Source: an optimization exercise on an open RTL-to-GDS flow (aim: small area, a short achievable clock period and few clock cycles). Production flows keep margins and buffers that such runs may drop.
RTL that was checked went through simulation tests only; none was proved equivalent to the original.
Only the layout flow was run in run 2; the RTL was not checked for function there.
Power is estimated from default activity; no workload was simulated.

## flow/design.v (module list and top-level ports; edited modules follow where they fit)
// module requant_argmax_pipe: 1499 lines
module requant_argmax_pipe #(
  parameter int ACC_W       = 25,
  parameter int OUT_W       = 8,
  parameter int MULT_W      = 16,
  parameter int SHIFT_W     = 5,
  parameter int NUM_CLASSES = 10,
  parameter int IDX_W       = $clog2(NUM_CLASSES)
) (
  input  logic                     clk,
  input  logic                     rst_n,
  input  logic                     cfg_load,
  input  logic signed [ACC_W-1:0]  cfg_bias,
  input  logic        [MULT_W-1:0] cfg_mult,
  input  logic       [SHIFT_W-1:0] cfg_shift,
  input  logic                     cfg_round,
  input  logic signed [OUT_W-1:0]  cfg_offset,
  input  logic signed [OUT_W-1:0]  cfg_min,
  input  logic signed [OUT_W-1:0]  cfg_max,
  output logic                     busy,
  input  logic                     in_valid,
  output logic                     in_ready,
  input  logic signed [ACC_W-1:0]  in_data,
  input  logic                     in_last,
  output logic                     out_valid,
  input  logic                     out_ready,
  output logic signed [OUT_W-1:0]  out_data,
  output logic                     out_last,
  output logic                     argmax_valid,
  output logic        [IDX_W-1:0]  argmax_idx,
  output logic signed [OUT_W-1:0]  argmax_val
);
  // ...
==> flow/flow/run.sh <==
#!/bin/bash
# The standard ORFS layout (standard.sh), with two changes to how it is
# made: repair_timing aims for 8.5 ns of setup slack at the design's clock
# period, and the port buffers are buf_1.
set -euo pipefail
bash standard.sh SETUP_SLACK_MARGIN=8.5 "BUFFER_PORTS_ARGS=-buffer_cell sky130_fd_sc_hd__buf_1" finish > standard_flow.log 2>&1
==> flow/standard.sh <==
#!/bin/bash
# synth_recipe.tcl (not shown) runs the flow's synth.tcl, then flattens the netlist and writes it again
# the make line also repeats each setting of config.mk as NAME=value (left out here)
make -C /OpenROAD-flow-scripts/flow DESIGN_CONFIG=/design/flow/config.mk WORK_HOME=/design/flow/orfs CLKGATE_MAP_FILE= SYNTH_SCRIPT=/design/flow/synth_recipe.tcl "${@:-finish}"
==> flow/config.mk <==
export PLATFORM = sky130hd
export DESIGN_NAME = requant_argmax_pipe
export DESIGN_NICKNAME = requant_argmax_pipe
export VERILOG_FILES = /design/flow/design.v
export SDC_FILE = /design/flow/constraint.sdc
export NUM_CORES = 4
export LEC_CHECK = 0
export ABC_AREA = 1
export CAP_MARGIN = 20
export CORE_MARGIN = 2
export CORE_UTILIZATION = 40
export CTS_BUF_LIST = sky130_fd_sc_hd__clkbuf_16
export CTS_CLUSTER_DIAMETER = 100
export CTS_CLUSTER_SIZE = 30
export SLEW_MARGIN = 20
==> flow/constraint.sdc <==
create_clock -name core_clock -period 12.0 [get_ports {clk}]
set_input_delay 2.4000 -clock core_clock [delete_from_list [all_inputs] [get_ports {clk}]]
set_output_delay 2.4000 -clock core_clock [all_outputs]
set_load 0.01 [all_outputs]
==> flow_metrics.env, run 1 <==
export IMPL_crit_path_start_kind="flop"
export IMPL_arrival_ns=1.08
export IMPL_critPathSlowestCell="dfxtp_4"
export IMPL_areaGrowthSynthToFinish_pct=11.19
export IMPL_rsz0062_at_grt="true"
export IMPL_grt_use_met1_pct=30.69
export IMPL_fmax_mhz=287.6
export IMPL_worstReg2RegStart="bone_q[7]$_SDFFE_PN0P_"
export IMPL_stdcell_area_um2=29510
export IMPL_antenna_found_initial=3
export IMPL_tap_cells=864
export IMPL_top_regs="mem_q (54), pa_q (42), pb_q (41)"
export IMPL_power_total_mw=7.345
export IMPL_worst_r2r_cell_count=10
export IMPL_power_leader="combinational cells"
export IMPL_worst_ep_required_time_ns=9.60
export IMPL_relSlewSlack_pct=42.21
export IMPL_numCtsBuffers=18
export IMPL_synth_simple_area_share_pct=15.99
export IMPL_seq_area_um2=8009
export IMPL_cts_tree="yes"
export IMPL_hold_class="flop to flop"
export IMPL_r2r_end="pa_q[25]$_DFF_P_"
export IMPL_drt_pass1_iter_count=6
export IMPL_status="timing/DRC/antenna clean"
export IMPL_final_common_cell="nand2_1"
export IMPL_nNetsFinal=3808
export IMPL_clock_sinks=369
export IMPL_dp_slack_ns=7.574
export IMPL_non_clock_inverter_count=501
export IMPL_synthMuxAreaShare_pct=0.04242
export IMPL_async_flop_share_pct=0
export IMPL_overflow=0
export IMPL_placement_io_buffers=126
export IMPL_synth_warnings=2
export IMPL_cp_cell_sequence="buf_6"
export IMPL_skew_ns=0.02934
export IMPL_worstMarginPinSlew_ns=0.8657
export IMPL_critPathCapture="out_last"
export IMPL_synthesis_nets=3726
export IMPL_ys_flop_type="dfxtp_1"
export IMPL_dp_hpwl_um=55950
export IMPL_multiInputGateArea_um2=16280
Testbench counts, summed over its fixed seeds: cycles 9,640.
==> inputs of run 2 (changes only) <==
--- a/flow/design.v
+++ b/flow/design.v
@@ -83,17 +83,83 @@
   logic        [10:0] u_q;
   logic               fits_q, sgn_q;
   logic               vd_q, vs_q, vt_q, vu_q;
   logic               ld_q, ls_q, lt_q, lu_q;
   logic signed [25:0] s_sum;
   logic        [25:0] sadd_a, sadd_b;
   assign sadd_a = {d_q[24], d_q};
   assign sadd_b = {bias_q[24], bias_q};
-  assign s_sum = sadd_a + sadd_b;
+  logic [25:0] sad_g0, sad_p0;
+  assign sad_g0 = sadd_a & sadd_b;
+  assign sad_p0 = sadd_a ^ sadd_b;
+  logic sad_G1; assign sad_G1 = sad_g0[1] | (sad_p0[1] & sad_g0[0]);
+  logic sad_G2; assign sad_G2 = sad_g0[3] | (sad_p0[3] & sad_g0[2]);
+  logic sad_P2; assign sad_P2 = sad_p0[3] & sad_p0[2];
+  logic sad_G3; assign sad_G3 = sad_g0[5] | (sad_p0[5] & sad_g0[4]);
+  logic sad_P3; assign sad_P3 = sad_p0[5] & sad_p0[4];
+  logic sad_G4; assign sad_G4 = sad_g0[7] | (sad_p0[7] & sad_g0[6]);
+  logic sad_P4; assign sad_P4 = sad_p0[7] & sad_p0[6];
+  logic sad_G5; assign sad_G5 = sad_g0[9] | (sad_p0[9] & sad_g0[8]);
+  logic sad_P5; assign sad_P5 = sad_p0[9] & sad_p0[8];
+  logic sad_G6; assign sad_G6 = sad_g0[11] | (sad_p0[11] & sad_g0[10]);
+  logic sad_P6; assign sad_P6 = sad_p0[11] & sad_p0[10];
+  logic sad_G7; assign sad_G7 = sad_g0[13] | (sad_p0[13] & sad_g0[12]);
+  logic sad_P7; assign sad_P7 = sad_p0[13] & sad_p0[12];
+  logic sad_G8; assign sad_G8 = sad_g0[15] | (sad_p0[15] & sad_g0[14]);
+  logic sad_P8; assign sad_P8 = sad_p0[15] & sad_p0[14];
+  logic sad_G9; assign sad_G9 = sad_g0[17] | (sad_p0[17] & sad_g0[16]);
+  logic sad_P9; assign sad_P9 = sad_p0[17] & sad_p0[16];
+  logic sad_G10; assign sad_G10 = sad_g0[19] | (sad_p0[19] & sad_g0[18]);
+  logic sad_P10; assign sad_P10 = sad_p0[19] & sad_p0[18];
+  logic sad_G11; assign sad_G11 = sad_g0[21] | (sad_p0[21] & sad_g0[20]);
+  logic sad_P11; assign sad_P11 = sad_p0[21] & sad_p0[20];
+  logic sad_G12; assign sad_G12 = sad_g0[23] | (sad_p0[23] & sad_g0[22]);
+  logic sad_P12; assign sad_P12 = sad_p0[23] & sad_p0[22];
+  logic sad_G13; assign sad_G13 = sad_g0[25] | (sad_p0[25] & sad_g0[24]);
+  logic sad_P13; assign sad_P13 = sad_p0[25] & sad_p0[24];
+  logic sad_G14; assign sad_G14 = sad_G2 | (sad_P2 & sad_G1);
+  logic sad_G15; assign sad_G15 = sad_G4 | (sad_P4 & sad_G3);
+  logic sad_P15; assign sad_P15 = sad_P4 & sad_P3;
+  logic sad_G16; assign sad_G16 = sad_G6 | (sad_P6 & sad_G5);
+  logic sad_P16; assign sad_P16 = sad_P6 & sad_P5;
+  logic sad_G17; assign sad_G17 = sad_G8 | (sad_P8 & sad_G7);
+  logic sad_P17; assign sad_P17 = sad_P8 & sad_P7;
+  logic sad_G18; assign sad_G18 = sad_G10 | (sad_P10 & sad_G9);
+  logic sad_P18; assign sad_P18 = sad_P10 & sad_P9;
+  logic sad_G19; assign sad_G19 = sad_G12 | (sad_P12 & sad_G11);
+  logic sad_P19; assign sad_P19 = sad_P12 & sad_P11;
+  logic sad_G20; assign sad_G20 = sad_G15 | (sad_P15 & sad_G14);
+  logic sad_G21; assign sad_G21 = sad_G17 | (sad_P17 & sad_G16);
+  logic sad_P21; assign sad_P21 = sad_P17 & sad_P16;
+  logic sad_G22; assign sad_G22 = sad_G19 | (sad_P19 & sad_G18);
+  logic sad_P22; assign sad_P22 = sad_P19 & sad_P18;
+  logic sad_G23; assign sad_G23 = sad_G21 | (sad_P21 & sad_G20);
+  logic sad_G24; assign sad_G24 = sad_G22 | (sad_P22 & sad_G23);
+  logic sad_G25; assign sad_G25 = sad_G16 | (sad_P16 & sad_G20);
+  logic sad_G26; assign sad_G26 = sad_G18 | (sad_P18 & sad_G23);
+  logic sad_G27; assign sad_G27 = sad_G3 | (sad_P3 & sad_G14);
+  logic sad_G28; assign sad_G28 = sad_G5 | (sad_P5 & sad_G20);
+  logic sad_G29; assign sad_G29 = sad_G7 | (sad_P7 & sad_G25);
+  logic sad_G30; assign sad_G30 = sad_G9 | (sad_P9 & sad_G23);
+  logic sad_G31; assign sad_G31 = sad_G11 | (sad_P11 & sad_G26);
+  logic sad_G32; assign sad_G32 = sad_G13 | (sad_P13 & sad_G24);
+  logic sad_G33; assign sad_G33 = sad_g0[2] | (sad_p0[2] & sad_G1);
+  logic sad_G34; assign sad_G34 = sad_g0[4] | (sad_p0[4] & sad_G14);
+  logic sad_G35; assign sad_G35 = sad_g0[6] | (sad_p0[6] & sad_G27);
+  logic sad_G36; assign sad_G36 = sad_g0[8] | (sad_p0[8] & sad_G20);
+  logic sad_G37; assign sad_G37 = sad_g0[10] | (sad_p0[10] & sad_G28);
+  logic sad_G38; assign sad_G38 = sad_g0[12] | (sad_p0[12] & sad_G25);
+  logic sad_G39; assign sad_G39 = sad_g0[14] | (sad_p0[14] & sad_G29);
+  logic sad_G40; assign sad_G40 = sad_g0[16] | (sad_p0[16] & sad_G23);
+  logic sad_G41; assign sad_G41 = sad_g0[18] | (sad_p0[18] & sad_G30);
+  logic sad_G42; assign sad_G42 = sad_g0[20] | (sad_p0[20] & sad_G26);
+  logic sad_G43; assign sad_G43 = sad_g0[22] | (sad_p0[22] & sad_G31);
+  logic sad_G44; assign sad_G44 = sad_g0[24] | (sad_p0[24] & sad_G24);
+  assign s_sum = {(sad_p0[25] ^ sad_G44), (sad_p0[24] ^ sad_G24), (sad_p0[23] ^ sad_G43), (sad_p0[22] ^ sad_G31), (sad_p0[21] ^ sad_G42), (sad_p0[20] ^ sad_G26), (sad_p0[19] ^ sad_G41), (sad_p0[18] ^ sad_G30), (sad_p0[17] ^ sad_G40), (sad_p0[16] ^ sad_G23), (sad_p0[15] ^ sad_G39), (sad_p0[14] ^ sad_G29), (sad_p0[13] ^ sad_G38), (sad_p0[12] ^ sad_G25), (sad_p0[11] ^ sad_G37), (sad_p0[10] ^ sad_G28), (sad_p0[9] ^ sad_G36), (sad_p0[8] ^ sad_G20), (sad_p0[7] ^ sad_G35), (sad_p0[6] ^ sad_G27), (sad_p0[5] ^ sad_G34), (sad_p0[4] ^ sad_G14), (sad_p0[3] ^ sad_G33), (sad_p0[2] ^ sad_G1), (sad_p0[1] ^ sad_g0[0]), (sad_p0[0])};
   logic signed [25:0] s;
   logic        [41:0] pa, pb;
   logic        [8:0]  mul_one;
   logic        [7:0]  mul_two, mul_neg;
   assign s = s_q;
   assign mul_one = bone_q;
   assign mul_two = btwo_q;
   assign mul_neg = bneg_q;
==> flow/flow/run.sh (replaced) <==
#!/bin/bash
# The standard ORFS layout (standard.sh), with two changes to how it is
# made: repair_timing aims for 8.5 ns of setup slack at the design's clock
# period, and the port buffers are buf_2.
set -euo pipefail
bash standard.sh SETUP_SLACK_MARGIN=8.5 "BUFFER_PORTS_ARGS=-buffer_cell sky130_fd_sc_hd__buf_2" finish > standard_flow.log 2>&1
==> run 2 against run 1 <==
Net effect: clock-buffer cell count unchanged; non-clock buffer count increased by 12; clock power increased by 5.4%; combinational power about the same; fmax about the same; die area about the same; critical path type unchanged.
==> flow_metrics.env, run 2 <==
export IMPL_status="timing/DRC/antenna clean"
export IMPL_fin_cells=4233
export IMPL_chipWidth_um=261.5
export IMPL_final_layout_size_suffix_gt1_share_pct=11.88
export IMPL_rsz0062_at_grt="true"
export IMPL_final_common_cell="nand2_1"
export IMPL_dp_hpwl_um=56350
export IMPL_fin_crit_ns=3.478
export IMPL_cpPeakStageDelay_ns=0.40
export IMPL_fin_util_pct=45.20
export IMPL_hold_violations=0
export IMPL_postRouteAntennaNets=0
export IMPL_cp_num_buf_inv=1
export IMPL_pin_count=127
export IMPL_areaGrowthSynthToFinish_pct=12.04
export IMPL_cp_end_kind="primary output"
export IMPL_cts_buffer_depth=3
export IMPL_dpl_instance_area_um2=27890
export IMPL_drt_pass1_iter_count=7
export IMPL_grt_max_degree=93
export IMPL_ys_types=52
export IMPL_stdcell_area_um2=29720
export IMPL_yosysTopAreaCellShare_pct=23.77
export IMPL_fp_coreArea_um2=65750
export IMPL_rows=94
export IMPL_clock_sinks=369
export IMPL_numCtsBuffers=19
export IMPL_hold_class="flop to flop"
export IMPL_fmax_mhz=287.5
export IMPL_drt_wirelength_per_cell_um=18.70
export IMPL_place_gp_congestion=0.9347
export IMPL_die_area_um2=68390
export IMPL_ir_drop_mv=0.1188
export IMPL_fin_ws_ns=8.522
export IMPL_fin_hold_ws_ns=0.3438
export IMPL_ys_flop_type="dfxtp_1"
export IMPL_die_h_um=261.5
export IMPL_relSlewSlack_pct=35.84
export IMPL_path_class="flop to primary output"
export IMPL_top_regs="mem_q (54), pa_q (42), pb_q (41)"
export IMPL_fin_crit_sh_pct=28.98
export IMPL_crit_family="flip-flops"
export IMPL_crit_path_start_kind="flop"
export IMPL_synth_edf_count=54
export IMPL_setup_viol=0
export IMPL_synth_warnings=2
export IMPL_critPathSlowestCell="dfxtp_4"
export IMPL_cts_tree="yes"
export IMPL_top_register="mem_q"
export IMPL_synth_common_cells="nand2_1 (592), inv_1 (478), dfxtp_1 (315)"
export IMPL_worstMarginPinSlew_ns=0.9582
export IMPL_clk_latency_ns=0.57
export IMPL_arrival_ns=1.08
export IMPL_dp_slack_ns=7.070
export IMPL_overflow=0
export IMPL_num_vias=22360
export IMPL_drt_total_wl_um=79160
export IMPL_via_per_inst=5.283
export IMPL_setup_tns_ns=0
export IMPL_final_cell_mix="nand2_1 (590), inv_1 (454), dfxtp_1 (278), xor2_1 (243), nand3_1 (213)"
export IMPL_drc_errors=0
export IMPL_leakagePower_nw=14.50
export IMPL_h_tree_depth=1
export IMPL_drt_iter0_drc=2363
export IMPL_largest_reg_flops=54
export IMPL_yosys_top_cells_area="dfxtp_1 (24%), fa_1 (14%), nand2_1 (8.4%)"
export IMPL_grt_pass1_wl_um=119600
export IMPL_root_buffer="clkbuf_16"
export IMPL_initial_utilization_pct=40.34
export IMPL_power_total_mw=7.374
export IMPL_place_inst=4115
export IMPL_skew_ns=0.03260
export IMPL_yosysMostFrequentCell="nand2_1"
export IMPL_gr_usage_all_layers_pct=22.53
export IMPL_ys_seq_elements=369
export IMPL_synth_seq_area_share_pct=29.89
export IMPL_cp_cell_sequence="buf_6"
export IMPL_drv_slew=0
export IMPL_async_flop_share_pct=0
export IMPL_antenna_found_initial=10
export IMPL_clkTransAtPathRegs_ns=0.11
export IMPL_power_density_nw_per_um2=248.1
export IMPL_synthesis_nets=3723
export IMPL_avgSynthCellArea_um2=8.149
export IMPL_netlist_instances=3255
export IMPL_nNetsFinal=3824
export IMPL_drv_cap=0
export IMPL_placement_io_buffers=126
export IMPL_cp_max_fo=2
export IMPL_grt_pass1_vias=20990
export IMPL_worst_ep_required_time_ns=9.60
export IMPL_synth_area_leader_cell="dfxtp_1"
export IMPL_netlist_area_um2=26520
-- run 2: changes by cell type in the layout (fill, tap and decap cells not counted), moves of 19 or more --
cell     previous run  this run
buf_2               9       117
buf_1             100         0
nand2_1           557       590
o21ai_0           148       121
buf_4              52        78
a22o_1             23         1
inv_1             435       454
-- run 2: report_power, final --
part           leakage, nW  internal, mW  switching [mW]  total, mW
registers             3.10          1.62           0.216       1.84
logic                 11.1          1.82            2.92       4.74
clock network        0.333         0.350           0.448      0.798
total                 14.5          3.79            3.59       7.37
-- run 2: what timing repair did --
action,in CTS,in global routing
hold endpoints to repair,0,0
resized for setup,74,67
endpoints found under the setup margin,139,89
gates cloned,1,9
pin swaps,0,1
setup buffers,43,31
hold buffers,0,0
-- run 2: worst paths after layout --
check                           cells after the start               end       startpoint  slack (ns)
worst min register to register                      0      ls_q$_DFF_P_     ld_q$_DFF_P_        0.34
worst min-delay path                                0      ls_q$_DFF_P_     ld_q$_DFF_P_        0.34
worst max register to register                     10  pa_q[13]$_DFF_P_  s_q[13]$_DFF_P_        8.54
worst max-delay path                                1          out_last     ol_q$_DFF_P_        8.52
-- run 2: area by class of cell --
class	instances	area, µm²
multi-input cells	2228	16220
inverters	508	2123
well taps	864	1081
clock inverters	14	178.9
clock buffers	19	475.5
diodes	1	2.502
flip-flops and latches	369	8001
repair buffers	221	1588
repair inverters	9	50.05
fillers	6494	36030
-- run 2: routing by layer --
metal / wire length (µm) / part of all wire, % / track usage, %
met4: 2726 / 3.4 / 7.244
met2: 34140 / 43 / 34.66
met1: 34810 / 44 / 31.78
met5: 74 / 0.093 / 0
met3: 7400 / 9.3 / 4.423
-- run 2: logic make-up after synthesis --
| logic type | after synthesis | share of synthesized area, % |
|---|---|---|
| mux | 1 | 0.04245 |
| flops | 369 | 29.89 |
| buf+inv | 658 | 9.444 |
| xor+xnor | 260 | 8.585 |
| simple gates | 1054 | 16.99 |
| fa+ha+maj | 366 | 22.70 |
| compound gates | 547 | 12.35 |

-- port drivers added, routing unchanged --
The results above use ideal ports. As a check the final layouts listed here were re-extracted and re-timed, cells and wires unchanged. Step 1 assumes that a clkbuf_16 drives the clock port and a buf_2 every other input. Step 2 moves the port delays by t, midway between the first and last clock arrival at a register: inputs arrive t later, outputs are due t later. That takes back most of the time a late clock gives input paths. Three values: ideal, step 1, step 2; two values: the first two.
run	shift t [ns]	slack for setup (ns)	worst setup path at the end	worst slew at a driven data input, ns	pins driven straight from the clock port
run 1	0.617	8.523 / 8.459 / 8.086	input to register	0.13	1
run 2	0.625	8.522 / 8.456 / 8.090	input to register	0.12	1
After both steps setup and hold are still met in every run listed. The setup slack of run 1, which loses most, moves by -0.064 ns with the drivers and by -0.437 ns with both steps.
